Context: an optimization exercise on an open-source flow, tuned for small area and a short achievable clock period. The choices shown serve that exercise and are no tape-out recipe.
At most, simulation tests tie the RTL to the original design; equivalence was not proved.
For runs 1 and 3, only the layout was checked, not whether the RTL still works.
No activity file was given, so power comes from the tool's default toggle rates.

### flow/flow/run.sh
#!/bin/bash
# Layout: the standard flow, with buf_4 as the port buffer cell instead of the
# cell buffer_ports picks by itself. ORFS's own logs stay under orfs/logs.
set -euo pipefail
export BUFFER_PORTS_ARGS="-buffer_cell sky130_fd_sc_hd__buf_4"
bash standard.sh > standard.log 2>&1
### flow/standard.sh
#!/bin/bash
# synth_recipe.tcl (not shown) runs the flow's synth.tcl, then flattens the netlist and writes it again
# the make line also repeats each setting of config.mk as NAME=value (left out here)
make -C /OpenROAD-flow-scripts/flow DESIGN_CONFIG=/design/flow/config.mk WORK_HOME=/design/flow/orfs CLKGATE_MAP_FILE= SYNTH_SCRIPT=/design/flow/synth_recipe.tcl "${@:-finish}"
### flow/config.mk
export PLATFORM = sky130hd
export DESIGN_NAME = sliding_window_maximum_core
export DESIGN_NICKNAME = sliding_window_maximum_core
export VERILOG_FILES = /design/flow/design.v
export SDC_FILE = /design/flow/constraint.sdc
export NUM_CORES = 4
export LEC_CHECK = 0
export CAP_MARGIN = 20
export CORE_MARGIN = 2
export CORE_UTILIZATION = 45
export SETUP_SLACK_MARGIN = 2.5
export SLEW_MARGIN = 20
export SYNTH_HIERARCHICAL = 1
### flow/constraint.sdc
create_clock -name core_clock -period 5.0 [get_ports {i_clk}]
set_input_delay 1.0000 -clock core_clock [delete_from_list [all_inputs] [get_ports {i_clk}]]
set_output_delay 1.0000 -clock core_clock [all_outputs]
set_load 0.01 [all_outputs]
### flow/design.v
package swm_pkg;
    localparam int WINDOW_MAX_DEF   = 64;
    localparam int SAMPLE_WIDTH_DEF = 16;
    localparam int CFG_W            = 7;
    localparam logic [CFG_W-1:0] WINDOW_RESET = CFG_W'(1);
endpackage
module swm_cell #(
    parameter int SAMPLE_WIDTH = swm_pkg::SAMPLE_WIDTH_DEF
) (
    input  logic                    i_clk,
    input  logic                    i_shift,       
    input  logic [SAMPLE_WIDTH-1:0] i_prev_value,  
    input  logic                    i_prev_cand,   
    input  logic                    i_in_window,   
    input  logic [SAMPLE_WIDTH-1:0] i_newest_n,    
    output logic [SAMPLE_WIDTH-1:0] o_value,
    output logic                    o_cand,        
    output logic                    o_next_cand    
);
    logic [SAMPLE_WIDTH-1:0] r_value;
    logic                    r_cand;
    logic                    not_above;
    swm_gt u_gt (.i_a(r_value), .i_b_n(i_newest_n), .o_ngt(not_above));
    assign o_next_cand = r_cand && !not_above;
    always_ff @(posedge i_clk) begin
        if (i_shift) begin
            r_value <= i_prev_value;
            r_cand  <= i_prev_cand && i_in_window;
        end
    end
    assign o_value = r_value;
    assign o_cand  = r_cand;
endmodule
module swm_group #(
    parameter int N            = 15,
    parameter int SAMPLE_WIDTH = swm_pkg::SAMPLE_WIDTH_DEF
) (
    input  logic                           i_clk,
    input  logic                           i_shift,
    input  logic [SAMPLE_WIDTH-1:0]        i_newest,      
    input  logic [SAMPLE_WIDTH-1:0]        i_prev_value,  
    input  logic                           i_prev_cand,   
    input  logic [N-1:0]                   i_in_window,
    output logic [N-1:0][SAMPLE_WIDTH-1:0] o_value,
    output logic [N-1:0]                   o_cand,
    output logic                           o_next_cand    
);
    logic [SAMPLE_WIDTH-1:0] r_newest_n;
    logic [SAMPLE_WIDTH-1:0] newest_n_next;
    logic [N-1:0]            next_cand;
    swm_hold #(.W(SAMPLE_WIDTH)) u_hold (
        .i_en (i_shift),
        .i_d  (~i_newest),
        .i_q  (r_newest_n),
        .o_y  (newest_n_next)
    );
    always_ff @(posedge i_clk) begin
        r_newest_n <= newest_n_next;
    end
    logic [N-1:0][SAMPLE_WIDTH-1:0] prev_value;
    logic [N-1:0]                   prev_cand;
    assign prev_value = {o_value[N-2:0], i_prev_value};
    assign prev_cand  = {next_cand[N-2:0], i_prev_cand};
    genvar gi;
    generate
        for (gi = 0; gi < N; gi++) begin : g_cell
            swm_cell #(
                .SAMPLE_WIDTH (SAMPLE_WIDTH)
            ) u_cell (
                .i_clk        (i_clk),
                .i_shift      (i_shift),
                .i_prev_value (prev_value[gi]),
                .i_prev_cand  (prev_cand[gi]),
                .i_in_window  (i_in_window[gi]),
                .i_newest_n   (r_newest_n),
                .o_value      (o_value[gi]),
                .o_cand       (o_cand[gi]),
                .o_next_cand  (next_cand[gi])
            );
        end
    endgenerate
    assign o_next_cand = next_cand[N-1];
endmodule
module swm_hold #(
    parameter int W = 16
) (
    input  logic         i_en,
    input  logic [W-1:0] i_d,
    input  logic [W-1:0] i_q,
    output logic [W-1:0] o_y
);
    genvar i;
    generate
        for (i = 0; i < W; i++) begin : g_bit
            swm_mux2 u (.s(i_en), .a1(i_d[i]), .a0(i_q[i]), .y(o_y[i]));
        end
    endgenerate
endmodule
module swm_mux2 (input logic s, input logic a1, input logic a0, output logic y);
    assign y = s ? a1 : a0;
endmodule
module swm_nand2 (input logic a, input logic b, output logic y);
    assign y = !(a & b);
endmodule
module swm_nor2 (input logic a, input logic b, output logic y);
    assign y = !(a | b);
endmodule
module swm_nand3 (input logic a, input logic b, input logic c, output logic y);
    assign y = !(a & b & c);
endmodule
module swm_nand4 (input logic a, input logic b, input logic c, input logic d,
                  output logic y);
    assign y = !(a & b & c & d);
endmodule
module swm_nor3 (input logic a, input logic b, input logic c, output logic y);
    assign y = !(a | b | c);
endmodule
module swm_inv (input logic a, output logic y);
    assign y = !a;
endmodule
module swm_or2 (input logic a, input logic b, output logic y);
    assign y = a | b;
endmodule
module swm_o21ai (input logic a1, input logic a2, input logic b1, output logic y);
    assign y = !((a1 | a2) & b1);
endmodule
module swm_a21oi (input logic a1, input logic a2, input logic b1, output logic y);
    assign y = !((a1 & a2) | b1);
endmodule
module swm_gt (
    input  logic [15:0] i_a,
    input  logic [15:0] i_b_n,
    output logic        o_ngt
);
    logic [15:0] ng0, np0;    
    logic [7:0]  g1, p1;      
    logic [3:0]  ng2, np2;    
    logic [1:0]  g3;          
    logic        p3;          
    genvar i;
    generate
        for (i = 0; i < 16; i++) begin : g_b
            swm_nand2 u_g (.a(i_a[i]), .b(i_b_n[i]), .y(ng0[i]));
            if (i > 0) begin : g_p
                swm_nor2 u_p (.a(i_a[i]), .b(i_b_n[i]), .y(np0[i]));
            end else begin : g_nop
                assign np0[i] = 1'b0;
            end
        end
        for (i = 0; i < 8; i++) begin : g_l1
            swm_o21ai u_g (.a1(np0[2*i+1]), .a2(ng0[2*i]), .b1(ng0[2*i+1]), .y(g1[i]));
            if (i > 0) begin : g_p
                swm_nor2 u_p (.a(np0[2*i+1]), .b(np0[2*i]), .y(p1[i]));
            end else begin : g_nop
                assign p1[i] = 1'b0;
            end
        end
        for (i = 0; i < 4; i++) begin : g_l2
            swm_a21oi u_g (.a1(p1[2*i+1]), .a2(g1[2*i]), .b1(g1[2*i+1]), .y(ng2[i]));
            if (i > 0) begin : g_p
                swm_nand2 u_p (.a(p1[2*i+1]), .b(p1[2*i]), .y(np2[i]));
            end else begin : g_nop
                assign np2[i] = 1'b1;
            end
        end
        for (i = 0; i < 2; i++) begin : g_l3
            swm_o21ai u_g (.a1(np2[2*i+1]), .a2(ng2[2*i]), .b1(ng2[2*i+1]), .y(g3[i]));
        end
    endgenerate
    swm_nor2  u_p3  (.a(np2[3]), .b(np2[2]), .y(p3));
    swm_a21oi u_top (.a1(p3), .a2(g3[0]), .b1(g3[1]), .y(o_ngt));
endmodule
module swm_oldest4 (
    input  logic [3:0] i_flag,
    input  logic       i_older,
    output logic [3:0] o_oldest
);
    assign o_oldest[3] = i_flag[3] && !i_older;
    assign o_oldest[2] = i_flag[2] && !i_flag[3] && !i_older;
    assign o_oldest[1] = i_flag[1] && !(i_flag[2] || i_flag[3]) && !i_older;
    assign o_oldest[0] = i_flag[0] && !(i_flag[1] || i_flag[2] || i_flag[3]) && !i_older;
endmodule
module swm_oldest #(
    parameter int N = 60
) (
    input  logic [N-1:0] i_flag,
    output logic [N-1:0] o_oldest
);
    localparam int NG = N / 4;
    logic [NG-1:0] n01, n23, s0, ns1, s2, ns3, s4, older;
    genvar g;
    generate
        for (g = 0; g < NG; g++) begin : g_grp
            swm_nor2  u_n01 (.a(i_flag[4*g]),   .b(i_flag[4*g+1]), .y(n01[g]));
            swm_nor2  u_n23 (.a(i_flag[4*g+2]), .b(i_flag[4*g+3]), .y(n23[g]));
            swm_nand2 u_any (.a(n01[g]), .b(n23[g]), .y(s0[g]));
            if (g + 1 < NG) begin : g_l1
                swm_nor2 u (.a(s0[g]), .b(s0[g+1]), .y(ns1[g]));
            end else begin : g_l1i
                swm_inv u (.a(s0[g]), .y(ns1[g]));
            end
            if (g + 2 < NG) begin : g_l2
                swm_nand2 u (.a(ns1[g]), .b(ns1[g+2]), .y(s2[g]));
            end else begin : g_l2i
                swm_inv u (.a(ns1[g]), .y(s2[g]));
            end
            if (g + 4 < NG) begin : g_l3
                swm_nor2 u (.a(s2[g]), .b(s2[g+4]), .y(ns3[g]));
            end else begin : g_l3i
                swm_inv u (.a(s2[g]), .y(ns3[g]));
            end
            if (g + 8 < NG) begin : g_l4
                swm_nand2 u (.a(ns3[g]), .b(ns3[g+8]), .y(s4[g]));
            end else begin : g_l4i
                swm_inv u (.a(ns3[g]), .y(s4[g]));
            end
            if (g + 1 < NG) begin : g_older
                assign older[g] = s4[g+1];
            end else begin : g_oldest
                assign older[g] = 1'b0;
            end
            swm_oldest4 u_sel (
                .i_flag   (i_flag[4*g +: 4]),
                .i_older  (older[g]),
                .o_oldest (o_oldest[4*g +: 4])
            );
        end
    endgenerate
endmodule
module swm_pick #(
    parameter int W = 16
) (
    input  logic [59:0]        i_sel,
    input  logic [59:0][W-1:0] i_value,
    output logic [W-1:0]       o_value
);
    genvar b, i;
    generate
        for (b = 0; b < W; b++) begin : g_bit
            logic [59:0] t1;
            logic [14:0] t2;
            logic [4:0]  t3;
            logic [1:0]  t4;
            for (i = 0; i < 60; i++) begin : g_l1
                swm_nand2 u (.a(i_sel[i]), .b(i_value[i][b]), .y(t1[i]));
            end
            for (i = 0; i < 15; i++) begin : g_l2
                swm_nand4 u (.a(t1[4*i]), .b(t1[4*i+1]), .c(t1[4*i+2]), .d(t1[4*i+3]), .y(t2[i]));
            end
            for (i = 0; i < 5; i++) begin : g_l3
                swm_nor3 u (.a(t2[3*i]), .b(t2[3*i+1]), .c(t2[3*i+2]), .y(t3[i]));
            end
            swm_nand3 u_l4a (.a(t3[0]), .b(t3[1]), .c(t3[2]), .y(t4[0]));
            swm_nand2 u_l4b (.a(t3[3]), .b(t3[4]), .y(t4[1]));
            swm_or2   u_l5  (.a(t4[0]), .b(t4[1]), .y(o_value[b]));
        end
    endgenerate
endmodule
module sliding_window_maximum_core #(
    parameter int WINDOW_MAX   = swm_pkg::WINDOW_MAX_DEF,
    parameter int SAMPLE_WIDTH = swm_pkg::SAMPLE_WIDTH_DEF,
    parameter int TDATA_W      = ((SAMPLE_WIDTH + 7) / 8) * 8
) (
    input  logic                      i_clk,
    input  logic                      i_rst_n,
    input  logic                      i_s_tvalid,
    output logic                      o_s_tready,
    input  logic [TDATA_W-1:0]        i_s_tdata,    
    input  logic                      i_s_tuser,    
    output logic                      o_m_tvalid,
    input  logic                      i_m_tready,
    output logic [TDATA_W-1:0]        o_m_tdata,    
    input  logic                      i_cfg_we,
    input  logic [swm_pkg::CFG_W-1:0] i_cfg_wdata
);
    localparam int NFLAG  = WINDOW_MAX - 4;
    localparam int NSLOT  = NFLAG + 1;
    localparam int FILL_W = $clog2(WINDOW_MAX);    
    localparam logic [SAMPLE_WIDTH-1:0] SIGN = {1'b1, {(SAMPLE_WIDTH-1){1'b0}}};
    logic [swm_pkg::CFG_W-1:0] r_window;
    logic [FILL_W-1:0]         r_fill;
    logic                      r_out_valid;
    logic [SAMPLE_WIDTH-1:0]   r_out;       
    logic [SAMPLE_WIDTH-1:0]   r_new;       
    logic [SAMPLE_WIDTH-1:0]   r_pair;
    logic [SAMPLE_WIDTH-1:0]   r_recent;
    logic [SAMPLE_WIDTH-1:0]   r_part;
    logic [NFLAG-1:0]          r_oldest;
    logic                      accept;
    logic                      advance;
    logic                      emit;
    logic [SAMPLE_WIDTH-1:0]   sample;
    logic [6:0]                win_k;
    logic                      k_is1;
    logic                      k_is2;
    logic                      k_is3;
    logic                      k_ge5;
    logic [NFLAG-1:0]                   in_window;
    logic [NSLOT-1:0][SAMPLE_WIDTH-1:0] value;
    logic [NFLAG-1:0]                   cand;
    logic [NFLAG-1:0]                   oldest;
    logic [SAMPLE_WIDTH-1:0]            picked;
    assign o_s_tready = !r_out_valid || i_m_tready;
    assign accept     = i_s_tvalid && o_s_tready;
    assign advance    = accept && !i_cfg_we;
    assign sample     = i_s_tdata[SAMPLE_WIDTH-1:0] ^ SIGN;
    always_comb begin
        if (r_window == '0) begin
            win_k = 7'd1;
        end else if (32'(r_window) > 32'(WINDOW_MAX)) begin
            win_k = 7'(WINDOW_MAX);
        end else begin
            win_k = r_window;
        end
    end
    assign k_is1 = (win_k == 7'd1);
    assign k_is2 = (win_k == 7'd2);
    assign k_is3 = (win_k == 7'd3);
    assign k_ge5 = (win_k >= 7'd5);
    genvar gi;
    generate
        for (gi = 0; gi < NFLAG; gi++) begin : g_win
            assign in_window[gi] = (32'(win_k) >= gi + 5);
        end
    endgenerate
    assign emit = i_s_tuser ? k_is1 : (32'(r_fill) + 1 >= 32'(win_k));
    localparam int NGRP = 4;
    localparam int GSZ  = NFLAG / NGRP;
    logic [NGRP-1:0]                   grp_next_cand;
    logic [NGRP-1:0][SAMPLE_WIDTH-1:0] grp_prev_value;
    logic [NGRP-1:0]                   grp_prev_cand;
    generate
        for (gi = 0; gi < NGRP; gi++) begin : g_grp
            if (gi == 0) begin : g_first
                assign grp_prev_value[gi] = r_new;
                assign grp_prev_cand[gi]  = 1'b1;
            end else begin : g_next
                assign grp_prev_value[gi] = value[gi*GSZ-1];
                assign grp_prev_cand[gi]  = grp_next_cand[gi-1];
            end
            swm_group #(
                .N            (GSZ),
                .SAMPLE_WIDTH (SAMPLE_WIDTH)
            ) u_grp (
                .i_clk        (i_clk),
                .i_shift      (advance),
                .i_newest     (sample),
                .i_prev_value (grp_prev_value[gi]),
                .i_prev_cand  (grp_prev_cand[gi]),
                .i_in_window  (in_window[gi*GSZ +: GSZ]),
                .o_value      (value[gi*GSZ +: GSZ]),
                .o_cand       (cand[gi*GSZ +: GSZ]),
                .o_next_cand  (grp_next_cand[gi])
            );
        end
    endgenerate
    logic [SAMPLE_WIDTH-1:0] r_last;
    always_ff @(posedge i_clk) begin
        if (advance) begin
            r_last <= value[NFLAG-1];
        end
    end
    assign value[NSLOT-1] = r_last;
    swm_oldest #(
        .N (NFLAG)
    ) u_oldest (
        .i_flag   (cand),
        .o_oldest (oldest)
    );
    swm_pick #(
        .W (SAMPLE_WIDTH)
    ) u_pick (
        .i_sel   (r_oldest),
        .i_value (value[NSLOT-1:1]),
        .o_value (picked)
    );
    logic                    new_gt_sample;
    logic                    pair_gt_sample;
    logic                    recent_gt_sample;
    logic                    part_gt_sample;
    logic                    part_gt_recent;
    logic                    take_sample;
    logic                    take_part;
    logic [SAMPLE_WIDTH-1:0] result;
    logic [SAMPLE_WIDTH-1:0] pair_next;
    logic [SAMPLE_WIDTH-1:0] recent_next;
    logic new_ngt_sample, pair_ngt_sample, recent_ngt_sample, part_ngt_sample, part_ngt_recent;
    swm_gt u_new_s    (.i_a(r_new),    .i_b_n(~sample),   .o_ngt(new_ngt_sample));
    swm_gt u_pair_s   (.i_a(r_pair),   .i_b_n(~sample),   .o_ngt(pair_ngt_sample));
    swm_gt u_recent_s (.i_a(r_recent), .i_b_n(~sample),   .o_ngt(recent_ngt_sample));
    swm_gt u_part_s   (.i_a(r_part),   .i_b_n(~sample),   .o_ngt(part_ngt_sample));
    swm_gt u_part_r   (.i_a(r_part),   .i_b_n(~r_recent), .o_ngt(part_ngt_recent));
    assign new_gt_sample    = !new_ngt_sample;
    assign pair_gt_sample   = !pair_ngt_sample;
    assign recent_gt_sample = !recent_ngt_sample;
    assign part_gt_sample   = !part_ngt_sample;
    assign part_gt_recent   = !part_ngt_recent;
    always_comb begin
        take_sample = k_is1 || (!recent_gt_sample && (!k_ge5 || !part_gt_sample));
        take_part   = !take_sample && k_ge5 && part_gt_recent;
        result      = ({SAMPLE_WIDTH{take_sample}} & sample)
                    | ({SAMPLE_WIDTH{take_part}} & r_part)
                    | ({SAMPLE_WIDTH{!take_sample && !take_part}} & r_recent);
        pair_next   = new_gt_sample ? r_new : sample;
        recent_next = (k_is2 || !(k_is3 ? new_gt_sample : pair_gt_sample)) ? sample
                    : k_is3 ? r_new : r_pair;
    end
    always_ff @(posedge i_clk) begin
        if (!i_rst_n) begin
            r_window    <= swm_pkg::WINDOW_RESET;
            r_fill      <= '0;
            r_out_valid <= 1'b0;
        end else begin
            if (i_cfg_we) begin
                r_window <= i_cfg_wdata;
                r_fill   <= '0;
            end else if (accept) begin
                if (i_s_tuser) begin
                    r_fill <= FILL_W'(1);
                end else if (r_fill != '1) begin
                    r_fill <= r_fill + 1'b1;
                end
            end
            if (advance && emit) begin
                r_out_valid <= 1'b1;
            end else if (i_m_tready) begin
                r_out_valid <= 1'b0;
            end
        end
    end
    logic [SAMPLE_WIDTH-1:0] out_next;
    logic [NFLAG-1:0]        oldest_next;
    swm_hold #(.W(SAMPLE_WIDTH)) u_out_hold (
        .i_en (advance && emit),
        .i_d  (result ^ SIGN),
        .i_q  (r_out),
        .o_y  (out_next)
    );
    swm_hold #(.W(NFLAG)) u_oldest_hold (
        .i_en (advance),
        .i_d  (oldest),
        .i_q  (r_oldest),
        .o_y  (oldest_next)
    );
    always_ff @(posedge i_clk) begin
        if (advance) begin
            r_new    <= sample;
            r_pair   <= pair_next;
            r_recent <= recent_next;
            r_part   <= picked;
        end
        r_out    <= out_next;
        r_oldest <= oldest_next;
    end
    assign o_m_tvalid = r_out_valid;
    assign o_m_tdata  = TDATA_W'(r_out);
endmodule
==> impl_results.md, run 1 <==
* Mapped Cells at 7109
* RSZ-0062 raised after global routing: yes
* Tightest Pin Transition at 1.215 ns
* Clock Sinks at 1254
* Worst hold path depth at 0
* Min-delay worst type: reg2reg
* Port bufs at 46
* Vias in the first global route at 47910
* Worst Skew at 0.02438 ns
* Total gr overflow at 0
* Storage cell area at 36150 um2
* First-pass GRT wire length at 294.7 mm
* Core Region at 144000 um2
* TritonRoute pass-1 iters at 6
* GRT Total Usage at 25.97%
* Die Span X at 385.3 um
* Fin crit period at 2.916 ns
* Max Buffers Root-to-Sink at 3
* Outcome: complete, no violations
* Number of fillers in the final layout at 13180
* Final period util at 58.32%
* Endpoints failing setup at 0
* NumNets Final at 7376
* Area growth from synthesis to layout at 12.38%
* # IOs at 47
* Clock power frac at 37.0%
* Reg clk slew, reported paths at 0.06 ns
* Max Cap Violations at 0
* Die area at 148400 um2
* Setup TNS at 0 ns
* Slowest stage cell, crit path: or4_4
* DIE HEIGHT at 385.3 um
* Pwr dens at 386.7 nW/um2
* Final hold violations at 0
* DR WL/cell at 20.89 um
* Crit Path Category: reg2reg
* LEAKAGE at 26.94 nW
* Crit path cell chain: buf_12 > or4_4 > nor2_4 > nor2_2 > nor2_1 > ha_1 > nand2b_4 > a2111oi_4 > nor2b_4 > o211a_4 > mux2_4
* Worst vdd ir at 0.2929 mV
* H-Tree Level Count at 4
* Hold Slack at 0.4380 ns
* Final Wtd Congestion at 0.8715
* Area occupied by multi-input gates at 28710 um2
* Layout cells sized above 1 at 13.76%
* Critical Path Sink Type: register
* Critical path's largest stage delay at 0.51 ns
* Routed Antenna Nets at 0
* Clock latency on the worst-skew pair at 0.78 ns
* Final Max Slew Viols at 0
* P_int at 19.94 mW
* Vias per Instance at 5.535
* CP max FO at 8
* Initial DRC count at 4290
* Wirelength, routed at 195.6 mm
* Post-CTS Hold Fix Bufs at 0
* Mapped cell area at 65420 um2
* Share of power burned in registers at 46.2%
* R2R depth at 11
* Psw at 8.489 mW
* Ys Warns at 9
* Sw Ratio at 29.86%
* Worst Setup Start Kind: register
* Layout Utilization at 51.05%
* Largest net degree at the start of global routing at 170
* Slew headroom at 19.02%
* Required time of the critical path at 5.65 ns
* Dpl hpwl at 141.7 mm
* Power share of the combinational group at 16.8%
* Achievable Freq at 342.9 MHz
* Initial Utilization at 45.43%
* Root Buffer: clkbuf_16
* Rows at 139
* # diodes at 0
* Synthesized area per cell at 9.202 um2
* CP arrival at 3.57 ns
* Total number of vias at 51810
* # DRC at 0
* Initial antenna violation count at 7
* CTS tree: done
* Number of CTS-inserted buffers at 145
==> registers in the layout (all words and copies together) (netlist names) <==
signal                             flops
r_recent                              16
r_oldest                              60
r_out                                 16
r_fill                                 6
r_out_valid                            1
g_grp.u_grp.r_newest_n                64
r_last                                16
r_window                               7
r_pair                                16
r_new                                 16
g_grp.u_grp.g_cell.u_cell.r_value    960
r_part                                16
g_grp.u_grp.g_cell.u_cell.r_cand      60
==> path summary, 6_finish.rpt <==
path                                                                    from          to  slack, ns
worst max-delay path                                             r_window[2]    r_out[9]       2.08
worst min-delay path            g_grp[3].u_grp.g_cell[14].u_cell.r_value[12]  r_last[12]       0.44
worst max register to register                                   r_window[2]    r_out[9]       2.08
worst min register to register  g_grp[3].u_grp.g_cell[14].u_cell.r_value[12]  r_last[12]       0.44
==> layout by cell type, fill, tap and decap left out, types with 15 or more instances in the layout <==
master     instances
clkbuf_1          45
and2_1            60
nor4_2            15
or2_1             16
nand3_1           27
mux2i_1           39
mux2_4           140
nor4b_2           15
dfxtp_1          124
a21oi_2          320
nor3b_1           15
nand2b_1          17
o21ai_1          640
clkinv_1          22
dfxtp_2           30
nor2_1          1542
edfxtp_1        1100
nor2b_4           60
clkbuf_16        153
buf_4            100
o21ai_0           56
nor2b_1           22
nor3_2            77
mux2_2            16
nand2_1         2254
clkinv_2          16
nand4_1          243
inv_1            143
==> worst max-delay path: cells and delay by family, from the launching register on <==
family                   cells  cell delay (ns)
buffers and inverters        1             0.12
AND/OR/NAND/NOR              6             1.08
flip-flops                   1             0.33
AO/OA/AOI/OAI                2             0.69
adder cells (fa/ha/maj)      1             0.24
multiplexers                 1             0.31
==> final cells by class <==
type / count / area share, %
multi-input combinational: 5679 / 39.05
timing repair buffer: 115 / 1.436
clock buffer: 206 / 5.588
tap: 1903 / 3.239
clock inverter: 60 / 0.7659
inverter: 144 / 0.7403
sequential: 1254 / 49.18
==> power groups by stage <==
stage          logic (mW)  clock network (mW)  registers (mW)
2_1_floorplan        3.22                   0            13.4
3_3_place_gp         4.60                   0            13.3
3_5_place_dp         4.71                   0            13.3
4_1_cts              4.75                10.7            13.1
5_1_grt              5.25                11.1            13.2
6_report             4.78                10.5            13.1
==> stage by stage <==
| stage | total power, mW | instances | setup slack [ns] | area (um2) |
|---|---|---|---|---|
| floorplan | 16.61 | 7112 | -17.27 | 65470 |
| global placement | 17.90 | 9079 | 1.332 | 68510 |
| detailed placement | 18.03 | 9079 | 1.230 | 68510 |
| CTS | 28.61 | 9352 | 2.115 | 73360 |
| global route | 29.60 | 9361 | 2.052 | 73520 |
| finish | 28.43 | 9361 | 2.084 | 73520 |
==> timing repair <==
action | 4_1_cts | 5_1_grt
setup endpoints to repair | 45 | 124
pin swaps | 7 | 1
gates resized for setup | 27 | 11
cloned | 2 | 0
buffers inserted | 5 | 8
hold endpoints to repair | 0 | 0
==> metal layers <==
metal	GRT usage, %	share of wire [%]
met1	35.59	44
met2	42.78	47
met3	4.076	6.0
met4	7.026	2.5
met5	0	0.027
==> run 2: changes to the inputs <==
--- a/flow/design.v
+++ b/flow/design.v
@@ -46,16 +46,11 @@
     output logic                           o_next_cand    
 );
     logic [SAMPLE_WIDTH-1:0] r_newest_n;
-    logic [SAMPLE_WIDTH-1:0] newest_n_next;
     logic [N-1:0]            next_cand;
-    swm_hold #(.W(SAMPLE_WIDTH)) u_hold (
-        .i_en (i_shift),
-        .i_d  (~i_newest),
-        .i_q  (r_newest_n),
-        .o_y  (newest_n_next)
-    );
     always_ff @(posedge i_clk) begin
-        r_newest_n <= newest_n_next;
+        if (i_shift) begin
+            r_newest_n <= ~i_newest;
+        end
     end
     logic [N-1:0][SAMPLE_WIDTH-1:0] prev_value;
     logic [N-1:0]                   prev_cand;
@@ -81,24 +76,6 @@
     endgenerate
     assign o_next_cand = next_cand[N-1];
 endmodule
-module swm_hold #(
-    parameter int W = 16
-) (
-    input  logic         i_en,
-    input  logic [W-1:0] i_d,
-    input  logic [W-1:0] i_q,
-    output logic [W-1:0] o_y
-);
-    genvar i;
-    generate
-        for (i = 0; i < W; i++) begin : g_bit
-            swm_mux2 u (.s(i_en), .a1(i_d[i]), .a0(i_q[i]), .y(o_y[i]));
-        end
-    endgenerate
-endmodule
-module swm_mux2 (input logic s, input logic a1, input logic a0, output logic y);
-    assign y = s ? a1 : a0;
-endmodule
 module swm_nand2 (input logic a, input logic b, output logic y);
     assign y = !(a & b);
 endmodule
@@ -428,29 +405,17 @@
             end
         end
     end
-    logic [SAMPLE_WIDTH-1:0] out_next;
-    logic [NFLAG-1:0]        oldest_next;
-    swm_hold #(.W(SAMPLE_WIDTH)) u_out_hold (
-        .i_en (advance && emit),
-        .i_d  (result ^ SIGN),
-        .i_q  (r_out),
-        .o_y  (out_next)
-    );
-    swm_hold #(.W(NFLAG)) u_oldest_hold (
-        .i_en (advance),
-        .i_d  (oldest),
-        .i_q  (r_oldest),
-        .o_y  (oldest_next)
-    );
     always_ff @(posedge i_clk) begin
         if (advance) begin
             r_new    <= sample;
             r_pair   <= pair_next;
             r_recent <= recent_next;
+            r_oldest <= oldest;
             r_part   <= picked;
         end
-        r_out    <= out_next;
-        r_oldest <= oldest_next;
+        if (advance && emit) begin
+            r_out <= result ^ SIGN;
+        end
     end
     assign o_m_tvalid = r_out_valid;
     assign o_m_tdata  = TDATA_W'(r_out);
==> flow/run.sh (new file) <==
#!/bin/bash
# synth_recipe.tcl (not shown) runs the flow's synth.tcl, then flattens the netlist and writes it again
# the make line also repeats each setting of config.mk as NAME=value (left out here)
make -C /OpenROAD-flow-scripts/flow DESIGN_CONFIG=/design/flow/config.mk WORK_HOME=/design/flow/orfs CLKGATE_MAP_FILE= SYNTH_SCRIPT=/design/flow/synth_recipe.tcl finish
--- a/flow/config.mk
+++ b/flow/config.mk
@@ -8,6 +8,6 @@
 export CAP_MARGIN = 20
 export CORE_MARGIN = 2
 export CORE_UTILIZATION = 45
-export SETUP_SLACK_MARGIN = 2.5
+export SETUP_SLACK_MARGIN = 2.4
 export SLEW_MARGIN = 20
 export SYNTH_HIERARCHICAL = 1
removed: flow/flow/run.sh
removed: flow/standard.sh
==> impl_results.md, run 2 <==
* Routed Antenna Nets at 0 (unchanged)
* Clock Sinks at 1254 (unchanged)
* Initial Utilization at 45.46% (was 45.43%)
* Max FFs per register at 960 (unchanged)
* P_int at 18.72 mW (was 19.94 mW)
* Dpl hpwl at 140.1 mm (was 141.7 mm)
* Crit Path Category: in2reg (was reg2reg)
* Crit. Startpoint: i_s_tdata[2] (was r_window[2])
* Vias in the first global route at 47160 (was 47910)
* DIE HEIGHT at 382.7 um (was 385.3 um)
* Worst hold path depth at 0 (unchanged)
* # IOs at 47 (unchanged)
* Number of fillers in the final layout at 12910 (was 13180)
* Clock latency on the worst-skew pair at 0.79 ns (was 0.78 ns)
* Layout cells sized above 1 at 12.13% (was 13.76%)
* Reg clk slew, reported paths at 0.06 ns (about the same)
* Sw Ratio at 25.67% (was 29.86%)
* Achievable Freq at 384.1 MHz (was 342.9 MHz)
* DR WL/cell at 21.31 um (was 20.89 um)
* Total number of vias at 51700 (was 51810)
* # DRC at 0 (unchanged)
* Max Cap Violations at 0 (unchanged)
* Slew headroom at 25.71% (was 19.02%)
* Outcome: complete, no violations (unchanged)
* Vias per Instance at 5.589 (was 5.535)
* Mapped Cells at 6951 (was 7109)
* Worst r2r dst: r_part[9] (was r_out[9])
* Ys Warns at 9 (unchanged)
* CP max FO at 9 (was 8)
* H-Tree Level Count at 4 (unchanged)
* Clock power frac at 40.1% (was 37.0%)
* TritonRoute pass-1 iters at 6 (unchanged)
* Commonest cells after routing, fill and taps aside: nand2_1, nor2_1, edfxtp_1, o21ai_1, a21oi_2 (unchanged)
* Final Max Slew Viols at 0 (unchanged)
* CTS tree: done (unchanged)
* Final period util at 52.06% (was 58.32%)
* Max Buffers Root-to-Sink at 3 (unchanged)
* Worst Skew at 0.03845 ns (was 0.02438 ns)
* Final hold violations at 0 (unchanged)
* GRT Total Usage at 26.27% (was 25.97%)
* Final Wtd Congestion at 0.9472 (was 0.8715)
* Die Span X at 382.7 um (was 385.3 um)
* Hold path start: g_grp[3].u_grp.g_cell[14].u_cell.r_value[15] (was g_grp[3].u_grp.g_cell[14].u_cell.r_value[12])
* Synthesized area per cell at 9.282 um2 (was 9.202 um2)
* Number of CTS-inserted buffers at 143 (was 145)
* DP Cell Count at 8926 (was 9079)
* Hold Crit Endpoint: r_last[15] (was r_last[12])
* Commonest non-fill, non-tap cell in the layout: nand2_1 (unchanged)
* LEAKAGE at 26.86 nW (was 26.94 nW)
* Required time of the critical path at 5.52 ns (was 5.65 ns)
* Cell area after layout at 73300 um2 (was 73520 um2)
* Port bufs at 46 (unchanged)
* Min-delay worst type: reg2reg (unchanged)
* Total gr overflow at 0 (unchanged)
* Worst vdd ir at 0.3321 mV (was 0.2929 mV)
* Critical Path Sink Type: register (unchanged)
* Power share of the combinational group at 9.5% (was 16.8%)
* RSZ-0062 raised after global routing: yes (unchanged)
* Placed Area at 67940 um2 (was 68510 um2)
* Share of power burned in registers at 50.3% (was 46.2%)
* Die area at 146400 um2 (was 148400 um2)
* Initial antenna violation count at 9 (was 7)
* RR Startpoint: r_oldest[23] (was r_window[2])
* Largest net degree at the start of global routing at 135 (was 170)
* Mapped cell area at 64520 um2 (was 65420 um2)
* Reg2Reg Setup Slack at 2.42 ns (was 2.08 ns)
* R2R depth at 5 (was 11)
* Final std cells w/o fill at 9250 (was 9361)
* First-pass GRT wire length at 292.8 mm (was 294.7 mm)
* Tightest Pin Transition at 1.114 ns (was 1.215 ns)
* Largest reg by FF count: g_grp.u_grp.g_cell.u_cell.r_value (unchanged)
* NumNets Final at 7292 (was 7376)
* Initial DRC count at 5422 (was 4290)
* Worst Setup Start Kind: input pin (was register)
* Setup TNS at 0 ns (unchanged)
* Fin crit period at 2.603 ns (was 2.916 ns)
* Endpoints failing setup at 0 (unchanged)
* Wirelength, routed at 197.1 mm (was 195.6 mm)
* Psw at 6.465 mW (was 8.489 mW)
* Core Region at 141900 um2 (was 144000 um2)
* Pwr dens at 343.6 nW/um2 (was 386.7 nW/um2)
* Biggest regs: g_grp.u_grp.g_cell.u_cell.r_value x960, g_grp.u_grp.r_newest_n x64 (unchanged)
* Area growth from synthesis to layout at 13.62% (was 12.38%)
* CP arrival at 3.13 ns (was 3.57 ns)
* Root Buffer: clkbuf_16 (unchanged)
* Rows at 138 (was 139)
run 2: repair_timing:
item	CTS	global route
gates resized for setup	68	65
setup endpoints to repair	866	494
buffers inserted	26	24
cloned	2	3
hold buffers	0	0
pin swaps	3	11
run 2: cell type report:
type                       count  area, um2  area share [%]
clock buffer                 175       3784           5.162
timing repair buffer         180       1956           2.668
antenna                        4      10.01         0.01365
tap                         1890       2365           3.226
clock inverter                71      603.1          0.8227
multi-input combinational   5550      26540           36.20
inverter                     123      496.7          0.6776
timing repair inverter         3      15.01         0.02048
sequential                  1254      37540           51.21
run 2: through the flow:
stage	power [mW]	hold WS (ns)	setup slack (ns)	utilization (%)
floorplan	14.51	0.4262	-14.68	-
global placement	15.11	0.4328	0.8434	47.85
detailed placement	15.16	0.4353	0.8147	47.86
CTS	25.29	0.4510	2.323	51.15
global route	26.08	0.4692	2.350	51.64
finish	25.19	0.4516	2.397	51.65
run 2: worst max-delay path by stage:
stage	end	slack, ns	cells past startpoint
after floorplan	g_grp[0].u_grp.g_cell[0].u_cell.r_cand	-14.68	3
after global placement	r_recent[15]	0.84	11
after detailed placement	r_recent[15]	0.81	11
after CTS	o_m_tdata[5]	2.32	1
after global routing	r_recent[2]	2.35	13
final	r_pair[9]	2.40	10
run 2: routing by layer:
layer  routed length, um  track usage (%)  part of all wire, %  up-vias
met1               83690            35.57                   42    24940
met2               91550            42.29                   46     1765
met5                   7                0               0.0036        -
met4                9029            11.13                  4.6        2
met3               12810            3.792                  6.5      343
li1                    -                -                    -    24650
run 2: critical path, stage by stage:
cell,delay (ns)
dlygate4sd2_1,0.61
inv_2,0.21
nor2_1,0.15
nor2_1,0.06
a21oi_2,0.17
o21ai_2,0.11
a21oi_2,0.15
buf_4,0.14
buf_4,0.18
mux2_2,0.35
run 2: power groups by stage:
stage / combinational [mW] / clock, mW / sequential (mW)
after global routing: 2.62 / 10.7 / 12.7
after floorplan: 1.51 / 0 / 13.0
after detailed placement: 2.23 / 0 / 12.9
after CTS: 2.28 / 10.3 / 12.7
after global placement: 2.19 / 0 / 12.9
final: 2.40 / 10.1 / 12.7
==> run 3: changes to the inputs <==
--- a/flow/design.v
+++ b/flow/design.v
@@ -46,11 +46,16 @@
     output logic                           o_next_cand    
 );
     logic [SAMPLE_WIDTH-1:0] r_newest_n;
+    logic [SAMPLE_WIDTH-1:0] newest_n_next;
     logic [N-1:0]            next_cand;
+    swm_hold #(.W(SAMPLE_WIDTH)) u_hold (
+        .i_en (i_shift),
+        .i_d  (~i_newest),
+        .i_q  (r_newest_n),
+        .o_y  (newest_n_next)
+    );
     always_ff @(posedge i_clk) begin
-        if (i_shift) begin
-            r_newest_n <= ~i_newest;
-        end
+        r_newest_n <= newest_n_next;
     end
     logic [N-1:0][SAMPLE_WIDTH-1:0] prev_value;
     logic [N-1:0]                   prev_cand;
@@ -76,6 +81,24 @@
     endgenerate
     assign o_next_cand = next_cand[N-1];
 endmodule
+module swm_hold #(
+    parameter int W = 16
+) (
+    input  logic         i_en,
+    input  logic [W-1:0] i_d,
+    input  logic [W-1:0] i_q,
+    output logic [W-1:0] o_y
+);
+    genvar i;
+    generate
+        for (i = 0; i < W; i++) begin : g_bit
+            swm_mux2 u (.s(i_en), .a1(i_d[i]), .a0(i_q[i]), .y(o_y[i]));
+        end
+    endgenerate
+endmodule
+module swm_mux2 (input logic s, input logic a1, input logic a0, output logic y);
+    assign y = s ? a1 : a0;
+endmodule
 module swm_nand2 (input logic a, input logic b, output logic y);
     assign y = !(a & b);
 endmodule
@@ -254,7 +277,8 @@
     localparam int NSLOT  = NFLAG + 1;
     localparam int FILL_W = $clog2(WINDOW_MAX);    
     localparam logic [SAMPLE_WIDTH-1:0] SIGN = {1'b1, {(SAMPLE_WIDTH-1){1'b0}}};
-    logic [swm_pkg::CFG_W-1:0] r_window;
+    logic [6:0]                r_k;         
+    logic                      r_ready;     
     logic [FILL_W-1:0]         r_fill;
     logic                      r_out_valid;
     logic [SAMPLE_WIDTH-1:0]   r_out;       
@@ -281,15 +305,17 @@
     assign accept     = i_s_tvalid && o_s_tready;
     assign advance    = accept && !i_cfg_we;
     assign sample     = i_s_tdata[SAMPLE_WIDTH-1:0] ^ SIGN;
+    logic [6:0] cfg_k;
     always_comb begin
-        if (r_window == '0) begin
-            win_k = 7'd1;
-        end else if (32'(r_window) > 32'(WINDOW_MAX)) begin
-            win_k = 7'(WINDOW_MAX);
+        if (i_cfg_wdata == '0) begin
+            cfg_k = 7'd1;
+        end else if (32'(i_cfg_wdata) > 32'(WINDOW_MAX)) begin
+            cfg_k = 7'(WINDOW_MAX);
         end else begin
-            win_k = r_window;
+            cfg_k = 7'(i_cfg_wdata);
         end
     end
+    assign win_k = r_k;
     assign k_is1 = (win_k == 7'd1);
     assign k_is2 = (win_k == 7'd2);
     assign k_is3 = (win_k == 7'd3);
@@ -300,7 +326,17 @@
             assign in_window[gi] = (32'(win_k) >= gi + 5);
         end
     endgenerate
-    assign emit = i_s_tuser ? k_is1 : (32'(r_fill) + 1 >= 32'(win_k));
+    assign emit = i_s_tuser ? k_is1 : r_ready;
+    logic [FILL_W-1:0] fill_next;
+    always_comb begin
+        if (i_s_tuser) begin
+            fill_next = FILL_W'(1);
+        end else if (r_fill != '1) begin
+            fill_next = r_fill + 1'b1;
+        end else begin
+            fill_next = r_fill;
+        end
+    end
     localparam int NGRP = 4;
     localparam int GSZ  = NFLAG / NGRP;
     logic [NGRP-1:0]                   grp_next_cand;
@@ -384,19 +420,18 @@
     end
     always_ff @(posedge i_clk) begin
         if (!i_rst_n) begin
-            r_window    <= swm_pkg::WINDOW_RESET;
+            r_k         <= 7'(swm_pkg::WINDOW_RESET);
             r_fill      <= '0;
+            r_ready     <= 1'b1;
             r_out_valid <= 1'b0;
         end else begin
             if (i_cfg_we) begin
-                r_window <= i_cfg_wdata;
-                r_fill   <= '0;
+                r_k     <= cfg_k;
+                r_fill  <= '0;
+                r_ready <= (cfg_k == 7'd1);
             end else if (accept) begin
-                if (i_s_tuser) begin
-                    r_fill <= FILL_W'(1);
-                end else if (r_fill != '1) begin
-                    r_fill <= r_fill + 1'b1;
-                end
+                r_fill  <= fill_next;
+                r_ready <= (32'(fill_next) + 1 >= 32'(r_k));
             end
             if (advance && emit) begin
                 r_out_valid <= 1'b1;
@@ -405,17 +440,29 @@
             end
         end
     end
+    logic [SAMPLE_WIDTH-1:0] out_next;
+    logic [NFLAG-1:0]        oldest_next;
+    swm_hold #(.W(SAMPLE_WIDTH)) u_out_hold (
+        .i_en (advance && emit),
+        .i_d  (result ^ SIGN),
+        .i_q  (r_out),
+        .o_y  (out_next)
+    );
+    swm_hold #(.W(NFLAG)) u_oldest_hold (
+        .i_en (advance),
+        .i_d  (oldest),
+        .i_q  (r_oldest),
+        .o_y  (oldest_next)
+    );
     always_ff @(posedge i_clk) begin
         if (advance) begin
             r_new    <= sample;
             r_pair   <= pair_next;
             r_recent <= recent_next;
-            r_oldest <= oldest;
             r_part   <= picked;
         end
-        if (advance && emit) begin
-            r_out <= result ^ SIGN;
-        end
+        r_out    <= out_next;
+        r_oldest <= oldest_next;
     end
     assign o_m_tvalid = r_out_valid;
     assign o_m_tdata  = TDATA_W'(r_out);
==> flow/flow/run.sh (new file) <==
#!/bin/bash
# Layout: the standard flow, with buf_4 as the port buffer cell instead of the
# cell buffer_ports picks by itself. ORFS's own logs stay under orfs/logs.
set -euo pipefail
export BUFFER_PORTS_ARGS="-buffer_cell sky130_fd_sc_hd__buf_4"
bash standard.sh > standard.log 2>&1
==> flow/standard.sh (new file) <==
#!/bin/bash
# synth_recipe.tcl (not shown) runs the flow's synth.tcl, then flattens the netlist and writes it again
# the make line also repeats each setting of config.mk as NAME=value (left out here)
make -C /OpenROAD-flow-scripts/flow DESIGN_CONFIG=/design/flow/config.mk WORK_HOME=/design/flow/orfs CLKGATE_MAP_FILE= SYNTH_SCRIPT=/design/flow/synth_recipe.tcl "${@:-finish}"
--- a/flow/config.mk
+++ b/flow/config.mk
@@ -8,6 +8,7 @@
 export CAP_MARGIN = 20
 export CORE_MARGIN = 2
 export CORE_UTILIZATION = 45
-export SETUP_SLACK_MARGIN = 2.4
+export CTS_CLUSTER_SIZE = 24
+export SETUP_SLACK_MARGIN = 2.55
 export SLEW_MARGIN = 20
 export SYNTH_HIERARCHICAL = 1
removed: flow/run.sh
==> impl_results.md, run 3 <==
* CTS tree: done (unchanged)
* Vias in the first global route at 48540 (was 47160)
* Crit Path Category: reg2reg (was in2reg)
* Clock latency on the worst-skew pair at 0.81 ns (was 0.79 ns)
* Layout Utilization at 51.37% (was 51.65%)
* Slowest stage cell, crit path: dfxtp_4 (was dlygate4sd2_1)
* Outcome: complete, no violations (unchanged)
* LEAKAGE at 26.93 nW (was 26.86 nW)
* Mapped Cells at 7120 (was 6951)
* Total number of vias at 52750 (was 51700)
* Area growth from synthesis to layout at 13.18% (was 13.62%)
* Initial DRC count at 5440 (was 5422)
* Dpl hpwl at 145.4 mm (was 140.1 mm)
* DIE HEIGHT at 384.9 um (was 382.7 um)
* DR WL/cell at 21.27 um (was 21.31 um)
* Final hold violations at 0 (unchanged)
* Synthesized area per cell at 9.170 um2 (was 9.282 um2)
* Core Region at 143800 um2 (was 141900 um2)
* Final period util at 49.21% (was 52.06%)
* CP max FO at 3 (was 9)
* Largest net degree at the start of global routing at 113 (was 135)
* Clock Sinks at 1255 (was 1254)
* Setup TNS at 0 ns (unchanged)
* Crit path cell chain: ha_4 > nand2_2 > or2_4 > xnor2_1 > nand2b_1 > ha_2 > and4b_1 > and3_4 > ha_4 > a211oi_2 > or3_1 > nand4_1 (was dlygate4sd2_1 > inv_2 > nor2_1 > nor2_1 > a21oi_2 > o21ai_2 > a21oi_2 > buf_4 > buf_4 > mux2_2)
* Final Max Slew Viols at 0 (unchanged)
* Root Buffer: clkbuf_16 (unchanged)
* Commonest non-fill, non-tap cell in the layout: nand2_1 (unchanged)
* Reg clk slew, reported paths at 0.06 ns (about the same)
* Ys Warns at 9 (unchanged)
* Worst r2r dst: r_ready (was r_part[9])
* Final Wtd Congestion at 0.9039 (was 0.9472)
* CP arrival at 3.20 ns (was 3.13 ns)
* Max FFs per register at 960 (unchanged)
* Tightest Pin Transition at 1.126 ns (was 1.114 ns)
* Critical Path Sink Type: register (unchanged)
* Vias per Instance at 5.613 (was 5.589)
* Total gr overflow at 0 (unchanged)
* Max Cap Violations at 0 (unchanged)
* Achievable Freq at 406.4 MHz (was 384.1 MHz)
* Endpoints failing setup at 0 (unchanged)
* Initial antenna violation count at 10 (was 9)
* Die area at 148100 um2 (was 146400 um2)
* Worst path top cell family by delay: simple AND/OR/NAND/NOR gates (was buffers and inverters)
* Worst hold path depth at 0 (unchanged)
* Worst Setup Start Kind: register (was input pin)
* Required time of the critical path at 5.74 ns (was 5.52 ns)
* Reg2Reg Setup Slack at 2.54 ns (was 2.42 ns)
* TritonRoute pass-1 iters at 7 (was 6)
* Max Buffers Root-to-Sink at 3 (unchanged)
* CP most frequent cell: ha_4
* RR Startpoint: r_fill[1] (was r_oldest[23])
* Worst vdd ir at 0.3208 mV (was 0.3321 mV)
* Wirelength, routed at 199.9 mm (was 197.1 mm)
* H-Tree Level Count at 4 (unchanged)
* Biggest regs: g_grp.u_grp.g_cell.u_cell.r_value x960, g_grp.u_grp.r_newest_n x64 (unchanged)
* Hold Crit Endpoint: r_last[11] (was r_last[15])
* Placed Area at 68690 um2 (was 67940 um2)
* Slew headroom at 24.84% (was 25.71%)
* Tot Pwr at 28.20 mW (was 25.19 mW)
* Initial Utilization at 45.39% (was 45.46%)
* Routed Antenna Nets at 0 (unchanged)
* Mapped cell area at 65290 um2 (was 64520 um2)
* RSZ-0062 raised after global routing: yes (unchanged)
* NumNets Final at 7416 (was 7292)
* Rows at 139 (was 138)
* Commonest cells after routing, fill and taps aside: nand2_1, nor2_1, edfxtp_1, o21ai_1, a21oi_2 (unchanged)
* Port bufs at 46 (unchanged)
* Pwr dens at 381.6 nW/um2 (was 343.6 nW/um2)
* Number of CTS-inserted buffers at 144 (was 143)
* # IOs at 47 (unchanged)
* Min-delay worst type: reg2reg (unchanged)
* Hold path start: g_grp[3].u_grp.g_cell[14].u_cell.r_value[11] (was g_grp[3].u_grp.g_cell[14].u_cell.r_value[15])
* Critical path's largest stage delay at 0.37 ns (was 0.61 ns)
* First-pass GRT wire length at 301.5 mm (was 292.8 mm)
* WP buf/inv at 0 (was 4)
* Layout cells sized above 1 at 14.73% (was 12.13%)
* Number of fillers in the final layout at 12930 (was 12910)
* # diodes at 0 (was 4)
* Largest reg by FF count: g_grp.u_grp.g_cell.u_cell.r_value (unchanged)
* Die Span X at 384.9 um (was 382.7 um)
* Area occupied by multi-input gates at 28770 um2 (was 26540 um2)
* Storage cell area at 36230 um2 (was 37540 um2)
* GRT Total Usage at 26.65% (was 26.27%)
* Worst Skew at 0.02740 ns (was 0.03845 ns)
* # DRC at 0 (unchanged)
* Fin crit period at 2.460 ns (was 2.603 ns)
* Cell area after layout at 73890 um2 (was 73300 um2)
* R2R depth at 12 (was 5)
* Post-CTS Hold Fix Bufs at 0 (unchanged)
[run 3: per-stage QoR]
step,hold WS (ns),setup slack [ns],std cells
finish,0.4448,2.540,9399
global route,0.4487,2.402,9399
CTS,0.3933,2.361,9380
detailed placement,0.4360,1.561,9110
global placement,0.4310,1.576,9110
floorplan,0.4262,-16.68,7123
[run 3: worst max-delay path by stage]
stage | start | end | cells after the start
after floorplan | i_m_tready | g_grp[0].u_grp.r_newest_n[0] | 4
after global placement | i_s_tdata[1] | r_recent[15] | 11
after detailed placement | i_s_tdata[1] | r_recent[15] | 11
after CTS | r_fill[0] | r_ready | 12
after global routing | r_fill[1] | r_ready | 13
final | r_fill[1] | r_ready | 12
[run 3: what timing repair did]
item | 4_1_cts | 5_1_grt
endpoints found under the setup margin | 57 | 41
pin swaps | 2 | 12
gates resized for setup | 50 | 47
buffers inserted | 6 | 19
[run 3: layer usage]
| metal | vias up | GRT usage (%) | part of all wire, % |
|---|---|---|---|
| met5 | - | 0 | 0.013 |
| met4 | 4 | 8.247 | 3.0 |
| met3 | 316 | 3.406 | 6.2 |
| met2 | 1717 | 43.02 | 46 |
| met1 | 25570 | 37.39 | 44 |
| li1 | 25150 | - | - |
[run 3: layout make-up]
cell class              count  area share (%)
clock inverters            69          0.8873
multi-input cells        5711           38.94
repair buffers            145           1.822
well taps                1903           3.222
flip-flops and latches   1255           49.03
inverters                 121          0.6858
clock buffers             195           5.415
[run 3: report_power, final]
group	internal (mW)	total [mW]	leakage, nW	switching (mW)
Combinational	1.66	4.54	13.0	2.88
Clock	6.10	10.6	2.27	4.47
Sequential	12.0	13.1	11.6	1.03
Total	19.8	28.2	26.9	8.38
==> run 4: changes to the inputs <==
--- a/flow/design.v
+++ b/flow/design.v
@@ -327,6 +327,10 @@
         end
     endgenerate
     assign emit = i_s_tuser ? k_is1 : r_ready;
+    logic ready_next;
+    logic fill_reaches;
+    assign fill_reaches = (32'(r_fill) + 2 >= 32'(r_k));
+    assign ready_next   = i_s_tuser ? (r_k <= 7'd2) : fill_reaches;
     logic [FILL_W-1:0] fill_next;
     always_comb begin
         if (i_s_tuser) begin
@@ -431,7 +435,7 @@
                 r_ready <= (cfg_k == 7'd1);
             end else if (accept) begin
                 r_fill  <= fill_next;
-                r_ready <= (32'(fill_next) + 1 >= 32'(r_k));
+                r_ready <= ready_next;
             end
             if (advance && emit) begin
                 r_out_valid <= 1'b1;
--- a/flow/config.mk
+++ b/flow/config.mk
@@ -8,7 +8,8 @@
 export CAP_MARGIN = 20
 export CORE_MARGIN = 2
 export CORE_UTILIZATION = 45
-export CTS_CLUSTER_SIZE = 24
-export SETUP_SLACK_MARGIN = 2.55
+export CTS_CLUSTER_DIAMETER = 110
+export CTS_CLUSTER_SIZE = 22
+export SETUP_SLACK_MARGIN = 2.6
 export SLEW_MARGIN = 20
 export SYNTH_HIERARCHICAL = 1
==> impl_results.md, run 4 <==
* Outcome: complete, no violations (unchanged)
* Crit Path Category: in2reg (was reg2reg)
* Core Region at 143800 um2 (unchanged)
* Clock latency on the worst-skew pair at 0.71 ns (was 0.81 ns)
* First-pass GRT wire length at 290.3 mm (was 301.5 mm)
* Wirelength, routed at 193.3 mm (was 199.9 mm)
* R2R depth at 5 (was 12)
* # DRC at 0 (unchanged)
* Max FFs per register at 960 (unchanged)
* Initial antenna violation count at 4 (was 10)
* Largest reg by FF count: g_grp.u_grp.g_cell.u_cell.r_value (unchanged)
* Pre-CTS WS at 1.570 ns (was 1.561 ns)
* TritonRoute pass-1 iters at 6 (was 7)
* CTS tree: done (unchanged)
* Commonest cells after routing, fill and taps aside: nand2_1, nor2_1, edfxtp_1, o21ai_1, a21oi_2 (unchanged)
* Root Buffer: clkbuf_16 (unchanged)
* CP arrival at 3.08 ns (was 3.20 ns)
* Initial Utilization at 45.38% (was 45.39%)
* Layout cells sized above 1 at 13.57% (was 14.73%)
* Initial DRC count at 4478 (was 5440)
* Die Span X at 384.8 um (was 384.9 um)
* Synthesized area per cell at 9.221 um2 (was 9.170 um2)
* Worst hold path depth at 0 (unchanged)
* Area growth from synthesis to layout at 9.367% (was 13.18%)
* Rows at 139 (unchanged)
* Slew headroom at 28.23% (was 24.84%)
* DIE HEIGHT at 384.8 um (was 384.9 um)
* DR WL/cell at 20.93 um (was 21.27 um)
* RR Startpoint: r_oldest[4] (was r_fill[1])
* Max Cap Violations at 0 (unchanged)
* Dpl hpwl at 140.9 mm (was 145.4 mm)
* RSZ-0062 raised after global routing: yes (unchanged)
* Max Buffers Root-to-Sink at 3 (unchanged)
* Total number of vias at 51250 (was 52750)
* Mapped Cells at 7078 (was 7120)
* Die area at 148100 um2 (about the same)
* Largest net degree at the start of global routing at 136 (was 113)
* Pwr dens at 332.0 nW/um2 (was 381.6 nW/um2)
* Port bufs at 46 (unchanged)
* Vias per Instance at 5.548 (was 5.613)
* Clock Sinks at 1255 (unchanged)
* Tightest Pin Transition at 1.075 ns (was 1.126 ns)
* # IOs at 47 (unchanged)
* LEAKAGE at 25.75 nW (was 26.93 nW)
* M1 WL at 86.31 mm (was 88.88 mm)
* Final hold violations at 0 (unchanged)
* Commonest non-fill, non-tap cell in the layout: nand2_1 (unchanged)
* Hold path start: g_grp[3].u_grp.g_cell[14].u_cell.r_value[8] (was g_grp[3].u_grp.g_cell[14].u_cell.r_value[11])
* Mapped cell area at 65270 um2 (was 65290 um2)
* Number of fillers in the final layout at 13220 (was 12930)
* CP most frequent cell: a21oi_2 (was ha_4)
* Achievable Freq at 401.8 MHz (was 406.4 MHz)
* Fin crit period at 2.489 ns (was 2.460 ns)
* Ys Warns at 9 (unchanged)
* Final Max Slew Viols at 0 (unchanged)
* Slowest stage cell, crit path: o31a_1 (was dfxtp_4)
* H-Tree Level Count at 3 (was 4)
* Number of CTS-inserted buffers at 67 (was 144)
* Vias in the first global route at 47070 (was 48540)
* Post-CTS Hold Fix Bufs at 0 (unchanged)
* Critical Path Sink Type: register (unchanged)
* Crit. Startpoint: i_s_tdata[3] (was r_fill[1])
* Total gr overflow at 0 (unchanged)
* Setup TNS at 0 ns (unchanged)
* Min-delay worst type: reg2reg (unchanged)
* Crit path cell chain: buf_12 > clkinvlp_4 > nor2_4 > nor2_1 > a21oi_2 > o21ai_2 > a21oi_2 > a21oi_2 > o31a_1 > buf_12 > mux2i_4 > mux2_4 (was ha_4 > nand2_2 > or2_4 > xnor2_1 > nand2b_1 > ha_2 > and4b_1 > and3_4 > ha_4 > a211oi_2 > or3_1 > nand4_1)
* Reg clk slew, reported paths at 0.10 ns (was 0.06 ns)
* Final period util at 49.77% (was 49.21%)
* CP max FO at 8 (was 3)
* Required time of the critical path at 5.59 ns (was 5.74 ns)
* Routed Antenna Nets at 0 (unchanged)
* Final WS setup at 2.511 ns (was 2.540 ns)
* NumNets Final at 7326 (was 7416)
* Worst Setup Start Kind: input pin (was register)
* Worst vdd ir at 0.2300 mV (was 0.3208 mV)
* DR WL met2 at 91.23 mm (was 92.72 mm)
* Met3 WL at 10.68 mm (was 12.36 mm)
* Max layer used: met5 (unchanged)
* Worst Skew at 0.03498 ns (was 0.02740 ns)
* GRT Total Usage at 25.57% (was 26.65%)
* Endpoints failing setup at 0 (unchanged)
* Biggest regs: g_grp.u_grp.g_cell.u_cell.r_value x960, g_grp.u_grp.r_newest_n x64 (unchanged)
* Final Wtd Congestion at 0.9162 (was 0.9039)
* Critical path's largest stage delay at 0.37 ns (about the same)
[run 4: area by class of cell]
type | count | area [um2] | area share [%]
flip-flops and latches | 1255 | 36200 | 50.71
multi-input cells | 5674 | 28760 | 40.30
well taps | 1903 | 2381 | 3.336
clock buffers | 111 | 1894 | 2.654
repair buffers | 163 | 1564 | 2.191
inverters | 124 | 520.5 | 0.7292
clock inverters | 3 | 41.29 | 0.05785
repair inverters | 3 | 15.01 | 0.02103
diodes | 1 | 2.502 | 0.003506
[run 4: metrics by stage]
step                      power, mW  std cells  utilization, %  instance area, um2  hold slack, ns
after floorplan               16.29       7081               -               65310          0.4262
after global placement        17.52       9072           47.70               68600          0.4305
after detailed placement      17.64       9072           47.70               68610          0.4360
after CTS                     23.75       9199           49.22               70790          0.4446
after global routing          24.73       9236           49.63               71380          0.4713
final                         23.70       9237           49.63               71380          0.4385
[run 4: path summary, 6_finish.rpt]
kind              slack (ns)   endpoint
setup reg to reg        2.57  r_part[4]
hold / removal          0.44  r_last[8]
hold reg to reg         0.44  r_last[8]
setup / recovery        2.51   r_out[5]
[run 4: where the power goes]
group	total (mW)	internal [mW]	switching (mW)
logic	4.58	1.70	2.89
clock network	6.14	2.64	3.51
registers	13.0	12.0	0.964
total	23.7	16.3	7.36
[run 4: layer usage]
layer / vias to the layer above / global-route usage, %
met5: - / 0
met4: 4 / 6.438
met3: 209 / 3.563
met2: 1395 / 42.43
met1: 24850 / 35.29
li1: 24790 / -
[run 4: worst max-delay path: cells and delay by family]
kind	cells	cell delay (ns)
multiplexers	2	0.44
buffers and inverters	3	0.50
AO/OA/AOI/OAI	5	0.89
AND/OR/NAND/NOR	2	0.23
[run 4: repair_timing]
action                                  CTS  global route
pin swaps                                 2            23
endpoints found under the setup margin  751            55
gates resized for setup                  45            81
cloned                                    1             3
setup buffers                            12            34
==> run 5: changes to the inputs <==
--- a/flow/config.mk
+++ b/flow/config.mk
@@ -8,8 +8,6 @@
 export CAP_MARGIN = 20
 export CORE_MARGIN = 2
 export CORE_UTILIZATION = 45
-export CTS_CLUSTER_DIAMETER = 110
-export CTS_CLUSTER_SIZE = 22
 export SETUP_SLACK_MARGIN = 2.6
 export SLEW_MARGIN = 20
 export SYNTH_HIERARCHICAL = 1
==> impl_results.md, run 5 <==
* Post-CTS Hold Fix Bufs at 0 (unchanged)
* Biggest regs: g_grp.u_grp.g_cell.u_cell.r_value x960, g_grp.u_grp.r_newest_n x64 (unchanged)
* Worst hold path depth at 0 (unchanged)
* CTS tree: done (unchanged)
* Max Cap Violations at 0 (unchanged)
* Mapped Cells at 7078 (unchanged)
* Number of fillers in the final layout at 12980 (was 13220)
* Initial Utilization at 45.38% (unchanged)
* Wirelength, routed at 194.7 mm (was 193.3 mm)
* Hold path start: g_grp[3].u_grp.g_cell[14].u_cell.r_value[3] (was g_grp[3].u_grp.g_cell[14].u_cell.r_value[8])
* Slew headroom at 39.46% (was 28.23%)
* Worst r2r dst: r_out[3] (was r_part[4])
* Pwr dens at 379.0 nW/um2 (was 332.0 nW/um2)
* Final hold violations at 0 (unchanged)
* Reg2Reg Setup Slack at 2.59 ns (was 2.57 ns)
* Initial DRC count at 4417 (was 4478)
* Layout Utilization at 51.36% (was 49.63%)
* Final period util at 48.28% (was 49.77%)
* DR WL/cell at 20.76 um (was 20.93 um)
* Outcome: complete, no violations (unchanged)
* Dpl hpwl at 140.9 mm (unchanged)
* Reg clk slew, reported paths at 0.06 ns (was 0.10 ns)
* Largest net degree at the start of global routing at 136 (unchanged)
* R2R depth at 6 (was 5)
* Max Buffers Root-to-Sink at 3 (unchanged)
* Vias in the first global route at 48070 (was 47070)
* Placed Area at 68610 um2 (unchanged)
* Min-delay worst type: reg2reg (unchanged)
* LEAKAGE at 27.04 nW (was 25.75 nW)
* # DRC at 0 (unchanged)
* CP arrival at 3.06 ns (was 3.08 ns)
* Clock latency on the worst-skew pair at 0.78 ns (was 0.71 ns)
* TritonRoute pass-1 iters at 8 (was 6)
* Max FFs per register at 960 (unchanged)
* Total gr overflow at 0 (unchanged)
* RR Startpoint: r_k[4] (was r_oldest[4])
* Fin crit period at 2.414 ns (was 2.489 ns)
* # IOs at 47 (unchanged)
* Critical Path Sink Type: register (unchanged)
* Worst vdd ir at 0.3454 mV (was 0.2300 mV)
* Die Span X at 384.8 um (unchanged)
* Initial antenna violation count at 4 (unchanged)
* Number of CTS-inserted buffers at 144 (was 67)
* Final Wtd Congestion at 0.9162 (unchanged)
* Core Region at 143800 um2 (unchanged)
* Die area at 148100 um2 (unchanged)
* Rows at 139 (unchanged)
* CP max FO at 16 (was 8)
* DIE HEIGHT at 384.8 um (unchanged)
* Endpoints failing setup at 0 (unchanged)
* Worst Skew at 0.02849 ns (was 0.03498 ns)
* Commonest non-fill, non-tap cell in the layout: nand2_1 (unchanged)
* Cell area after layout at 73870 um2 (was 71380 um2)
* Final Max Slew Viols at 0 (unchanged)
* Setup TNS at 0 ns (unchanged)
* Routed Antenna Nets at 0 (unchanged)
* RSZ-0062 raised after global routing: yes (unchanged)
* Ys Warns at 9 (unchanged)
* Port bufs at 46 (unchanged)
* # diodes at 0 (was 1)
* GRT Total Usage at 25.93% (was 25.57%)
* Layout cells sized above 1 at 14.77% (was 13.57%)
* NumNets Final at 7393 (was 7326)
* H-Tree Level Count at 4 (was 3)
* Worst Setup Start Kind: register (was input pin)
* Largest reg by FF count: g_grp.u_grp.g_cell.u_cell.r_value (unchanged)
* Commonest cells after routing, fill and taps aside: nand2_1, nor2_1, edfxtp_1, o21ai_1, a21oi_2 (unchanged)
* Total number of vias at 51900 (was 51250)
* First-pass GRT wire length at 293.7 mm (was 290.3 mm)
* Mapped cell area at 65270 um2 (unchanged)
* Synthesized area per cell at 9.221 um2 (unchanged)
* Required time of the critical path at 5.65 ns (was 5.59 ns)
* Crit Path Category: reg2reg (was in2reg)
* Tightest Pin Transition at 0.8986 ns (was 1.075 ns)
* Achievable Freq at 414.3 MHz (was 401.8 MHz)
* Area growth from synthesis to layout at 13.19% (was 9.367%)
* Clock Sinks at 1255 (unchanged)
* Hold Crit Endpoint: r_last[3] (was r_last[8])
* Root Buffer: clkbuf_16 (unchanged)
* Vias per Instance at 5.534 (was 5.548)
-- run 5: what timing repair did --
item                       in CTS  in global routing
setup endpoints to repair     659                 48
pin swaps                       2                  6
cloned                          0                  3
gates resized for setup        46                 47
setup buffers                   9                 28
-- run 5: worst max-delay path, stage by stage, from the launching register on --
cell	delay [ns]
dfxtp_2	0.44
nor4_4	0.39
buf_4	0.18
a41oi_1	0.18
nor3_4	0.40
buf_6	0.35
mux2_4	0.34
-- run 5: worst max path at each step --
stage	start	endpoint	slack (ns)
4_1_cts	i_s_tdata[0]	r_out[5]	2.57
3_3_place_gp	i_s_tdata[1]	r_out[15]	1.61
5_1_grt	i_s_tdata[5]	r_pair[15]	2.56
3_5_place_dp	i_s_tdata[1]	r_out[5]	1.57
6_report	r_k[4]	r_out[3]	2.59
2_1_floorplan	i_m_tready	g_grp[0].u_grp.r_newest_n[0]	-16.71
-- run 5: per-stage QoR --
stage	total power, mW	instances	worst slack, ns	hold WS [ns]
2_1_floorplan	16.29	7081	-16.71	0.4262
3_3_place_gp	17.52	9072	1.609	0.4305
3_5_place_dp	17.64	9072	1.570	0.4360
4_1_cts	28.15	9348	2.567	0.4123
5_1_grt	29.16	9379	2.564	0.4487
6_report	28.00	9379	2.586	0.4352
-- run 5: cell type report --
type | instances | area [um2] | area share [%]
clock buffer | 191 | 4008 | 5.425
sequential | 1255 | 36210 | 49.02
timing repair inverter | 2 | 10.01 | 0.01355
multi-input combinational | 5674 | 28670 | 38.80
clock inverter | 76 | 621.8 | 0.8418
inverter | 124 | 521.8 | 0.7063
timing repair buffer | 154 | 1450 | 1.963
tap | 1903 | 2381 | 3.223
-- run 5: power breakdown --
group | internal [mW] | switching (mW) | total, mW
Sequential | 12.0 | 0.964 | 13.0
Combinational | 1.68 | 2.87 | 4.55
Clock | 6.02 | 4.42 | 10.4
-- run 5: layer usage --
| layer | up-vias | global-route usage [%] | share of wire (%) |
|---|---|---|---|
| li1 | 25040 | - | - |
| met1 | 25010 | 35.17 | 44 |
| met2 | 1562 | 42.04 | 46 |
| met3 | 283 | 4.352 | 6.2 |
| met4 | 6 | 8.999 | 3.4 |
| met5 | - | 0 | 0.022 |

-- what the ideal ports hide --
How much do the figures lean on ideal ports? The routed layouts below were timed once more, with nothing changed but the port constraints. Step 1, drivers: a clkbuf_16 drives i_clk and a buf_2 each remaining input, both assumed. Step 2 also shifts input and output timing later by t, the mid clock arrival at the registers, as if the neighbouring blocks saw the same clock. Slacks: ideal / step 1 / step 2; pairs: ideal / step 1.
run | t (ns) | setup WS [ns] | cell pins on the clock port's net
run 1 | 0.847 | 2.084 / 2.084 / 1.367 | 1
run 2 | 0.843 | 2.397 / 2.321 / 1.602 | 1
run 3 | 0.884 | 2.540 / 2.509 / 1.817 | 1
run 4 | 0.770 | 2.511 / 2.534 / 1.764 | 1
run 5 | 0.861 | 2.586 / 2.528 / 1.820 | 1
After both steps setup and hold are still met in every run listed. The setup slack of run 2, which loses most, moves by -0.076 ns with the drivers and by -0.795 ns with both steps.
